Background: an optimization exercise with open tools, aiming at small area. Do not read the settings as production practice.
Function was checked by simulation only, so behaviour that the tests miss may differ from the original.
Power figures rest on the tool's default switching activity, not on a simulated workload. No driver is modelled on the clock port, so clocking that relies on it looks cheaper here than on a real chip.

## the baseline
Design rv_pipeline_top, start of the top module:
module rv_pipeline_top (
  input  logic          clk,
  input  logic          reset,
  input  rv_pkg::word_t instr,
  input  rv_pkg::word_t read_data,
  output rv_pkg::word_t pc,
  output logic          mem_write,
  output rv_pkg::word_t data_addr,
  output rv_pkg::word_t write_data
);
==> flow/config.mk <==
export PLATFORM = sky130hd
export DESIGN_NAME = rv_pipeline_top
export DESIGN_NICKNAME = rv_pipeline_top
export VERILOG_FILES = /design/flow/design.v
export SDC_FILE = /design/flow/constraint.sdc
export NUM_CORES = 4
export LEC_CHECK = 0
export CAP_MARGIN = 10
export CORE_MARGIN = 2
export CORE_UTILIZATION = 45
export CTS_BUF_LIST = sky130_fd_sc_hd__clkbuf_16
export CTS_CLUSTER_DIAMETER = 80
export CTS_CLUSTER_SIZE = 30
export PLACE_DENSITY = 0.55
export SLEW_MARGIN = 10
export SYNTH_HIERARCHICAL = 1
==> flow/constraint.sdc <==
create_clock -name core_clock -period 10.0 [get_ports {clk}]
set_input_delay 2.0000 -clock core_clock [delete_from_list [all_inputs] [get_ports {clk}]]
set_output_delay 2.0000 -clock core_clock [all_outputs]
set_load 0.01 [all_outputs]
standard.sh (not shown) runs the stock make flow with config.mk's settings and CLKGATE_MAP_FILE= SYNTH_SCRIPT=/design/flow/synth_recipe.tcl, a recipe that flattens the netlist after the stock synthesis.
==> flow/flow/run.sh <==
#!/bin/bash
# The standard layout (standard.sh: standard synthesis, floorplan, place,
# CTS, route), with two changes: ports are buffered with buf_1 instead of the
# resizer's default pick, and CTS inserts no dummy loads.
set -o pipefail
export BUFFER_PORTS_ARGS="-buffer_cell sky130_fd_sc_hd__buf_1"
export GPL_KEEP_OVERFLOW=0
export CTS_ARGS="-sink_clustering_enable -repair_clock_nets -dont_use_dummy_load -buf_list sky130_fd_sc_hd__clkbuf_16 -sink_clustering_size 34 -sink_clustering_max_diameter 85"
bash standard.sh > standard.log 2>&1
Inputs modified between the baseline and the candidate:
- SETUP_SLACK_MARGIN now 0.2, previously not set
==> flow/flow/run.sh <==
#!/bin/bash
# The standard layout (standard.sh: standard synthesis, floorplan, place,
# CTS, route, each step logging to orfs/logs), with three changes: ports are
# buffered with buf_1 instead of the resizer's default pick, timing-driven
# global placement does not keep its trial buffering (the later repair steps
# fix what is left), and CTS inserts no dummy loads.
set -o pipefail
export BUFFER_PORTS_ARGS="-buffer_cell sky130_fd_sc_hd__buf_1"
export GPL_KEEP_OVERFLOW=0
export CTS_ARGS="-sink_clustering_enable -repair_clock_nets -dont_use_dummy_load -buf_list sky130_fd_sc_hd__clkbuf_16 -sink_clustering_size 30 -sink_clustering_max_diameter 80"
bash standard.sh > standard.log 2>&1
Findings:
Number of diodes added for antenna fixing in the candidate is 1 higher than in the baseline. The candidate vs. the baseline: final critical path time including I/O delays and setup dropped 0.13 ns; proportion of cell area occupied by multi-input gates barely changed; layout cell share with drive strength beyond 1 climbed 0.34 points. Between the candidate and the baseline, the final cell count figures differ only marginally. Clock power share sits higher in the candidate than in the baseline. The candidate has number of instances resized during post-cts repair above what the baseline had. In the metrics for the baseline and the candidate, the one carrying the lower portion of total power attributed to sequential cells is the candidate. Met3 usage in global routing delta (the baseline -> the candidate): insignificant. Note that the clock buffer count recorded for the candidate amounts to 1.07 times the value seen in the baseline. Diff the baseline..the candidate | routed wire length | negligible.

Another version of the RTL of rv_pipeline_top (not shown whole).
Size in the first run: roughly 2700 cells after synthesis, ~1100 flip-flops, ~35000 sq um of cells after synthesis.
==> flow/config.mk <==
export PLATFORM = sky130hd
export DESIGN_NAME = rv_pipeline_top
export DESIGN_NICKNAME = rv_pipeline_top
export VERILOG_FILES = /design/flow/design.v
export SDC_FILE = /design/flow/constraint.sdc
export NUM_CORES = 4
export LEC_CHECK = 0
export CAP_MARGIN = 0
export CORE_MARGIN = 2
export CORE_UTILIZATION = 45
export CTS_BUF_LIST = sky130_fd_sc_hd__clkbuf_16
export CTS_CLUSTER_DIAMETER = 80
export CTS_CLUSTER_SIZE = 30
export PLACE_DENSITY = 0.55
export SLEW_MARGIN = 0
export SYNTH_HIERARCHICAL = 1
==> flow/constraint.sdc <==
create_clock -name core_clock -period 10.0 [get_ports {clk}]
set_input_delay 2.0000 -clock core_clock [delete_from_list [all_inputs] [get_ports {clk}]]
set_output_delay 2.0000 -clock core_clock [all_outputs]
set_load 0.01 [all_outputs]
run.sh (not shown) runs the stock make flow with config.mk's settings and CLKGATE_MAP_FILE= SYNTH_SCRIPT=/design/flow/synth_recipe.tcl, a recipe that flattens the netlist after the stock synthesis.
Stock flow here: none of the scripts above is used.
Then changed:
==> flow/flow/run.sh (new file) <==
#!/bin/bash
# The standard layout (standard.sh: standard synthesis, floorplan, place,
# CTS, route), with two changes: ports are buffered with buf_1 instead of the
# resizer's default pick, and CTS inserts no dummy loads.
set -o pipefail
export BUFFER_PORTS_ARGS="-buffer_cell sky130_fd_sc_hd__buf_1"
export CTS_ARGS="-sink_clustering_enable -repair_clock_nets -dont_use_dummy_load -buf_list sky130_fd_sc_hd__clkbuf_16 -sink_clustering_size 30 -sink_clustering_max_diameter 80"
bash standard.sh > standard.log 2>&1
==> flow/standard.sh (new file) <==
#!/bin/bash
# synth_recipe.tcl (not shown) runs the flow's synth.tcl, then flattens the netlist and writes it again
# the make line also repeats each setting of config.mk as NAME=value (left out here)
make -C /OpenROAD-flow-scripts/flow DESIGN_CONFIG=/design/flow/config.mk WORK_HOME=/design/flow/orfs CLKGATE_MAP_FILE= SYNTH_SCRIPT=/design/flow/synth_recipe.tcl "${@:-finish}"
CORE_UTILIZATION = 60   (was 45)
GPL_TIMING_DRIVEN = 0   (was default)
PLACE_DENSITY = 0.7   (was 0.55)
removed: flow/run.sh
The changed run completed, yet does not pass: capacitance limit, slew limit.
Routed wire length rises by about 2.8%.
Power goes down by about 2.5%.
Maximum frequency falls by 9.6%.
Global-route usage came out higher by 12 points.
Cell count decreases by 6.9%.
Then changed:
==> flow/flow/run.sh (replaced) <==
#!/bin/bash
# The standard layout (standard.sh: standard synthesis, floorplan, place,
# CTS, route), with two changes: ports are buffered with buf_1 instead of the
# resizer's default pick, and CTS inserts no dummy loads.
set -o pipefail
export BUFFER_PORTS_ARGS="-buffer_cell sky130_fd_sc_hd__buf_1"
export GPL_KEEP_OVERFLOW=0
export CTS_ARGS="-sink_clustering_enable -repair_clock_nets -dont_use_dummy_load -buf_list sky130_fd_sc_hd__clkbuf_16 -sink_clustering_size 34 -sink_clustering_max_diameter 85"
bash standard.sh > standard.log 2>&1
CORE_UTILIZATION = 45   (was 60)
GPL_TIMING_DRIVEN = default   (was 0)
PLACE_DENSITY = 0.55   (was 0.7)
Outcome: The changed run completed, yet does not pass: capacitance limit, slew limit; power drops slightly; cell count climbs by a few percent; sequential cell count does not change; combinational power drops by about a fifth; sequential share of layout area climbs by 0.41 points; cell area drops slightly; wire length drops by a few percent; clock skew drops by 0.031 ns; non-clock buffer count drops by 129; hold slack loses 0.017 ns; setup slack gains 0.065 ns.

afterwards: timing with drivers on the ports:
In the flow no input, the clock included, has a driving cell. The finished layouts below were timed again as built, in two steps. Step 1 (the two cells are an assumption about what drives the block):
set clk [get_ports {clk}]
set_driving_cell -lib_cell sky130_fd_sc_hd__clkbuf_16 $clk
set_driving_cell -lib_cell sky130_fd_sc_hd__buf_2 [delete_from_list [all_inputs] $clk]
Step 2 times the ports against the registers' clock, not the clock port: input delays grow and output delays shrink by t, the midpoint of the rising clock arrivals with the driver on. a / b / c = no drivers / after step 1 / after step 2; a / b = the first two.
| run | t (ns) | slack for setup (ns) | worst hold slack (ns) | clock arrival spread, ns | pins driven straight from the clock port |
|---|---|---|---|---|---|
| the baseline | 0.654 | 0.309 / 0.356 / -0.299 | 0.255 / 0.255 / 0.255 | 0.093 / 0.093 | 1 |
| the candidate | 0.641 | 0.439 / 0.483 / -0.158 | 0.268 / 0.268 / 0.268 | 0.080 / 0.079 | 1 |
| the first run of note 2 | 0.697 | 1.099 / 1.128 / 0.431 | 0.318 / 0.318 / 0.318 | 0.051 / 0.050 | 1 |
| the second run of note 2 | 0.672 | 0.151 / 0.187 / -0.485 | 0.268 / 0.268 / 0.268 | 0.122 / 0.123 | 1 |
| the third run of note 2 | 0.652 | 0.215 / 0.258 / -0.394 | 0.251 / 0.251 / 0.251 | 0.092 / 0.092 | 1 |
For the first run of note 2, which loses most, drivers alone change the setup slack by +0.029 ns; drivers and shift together by -0.668 ns.
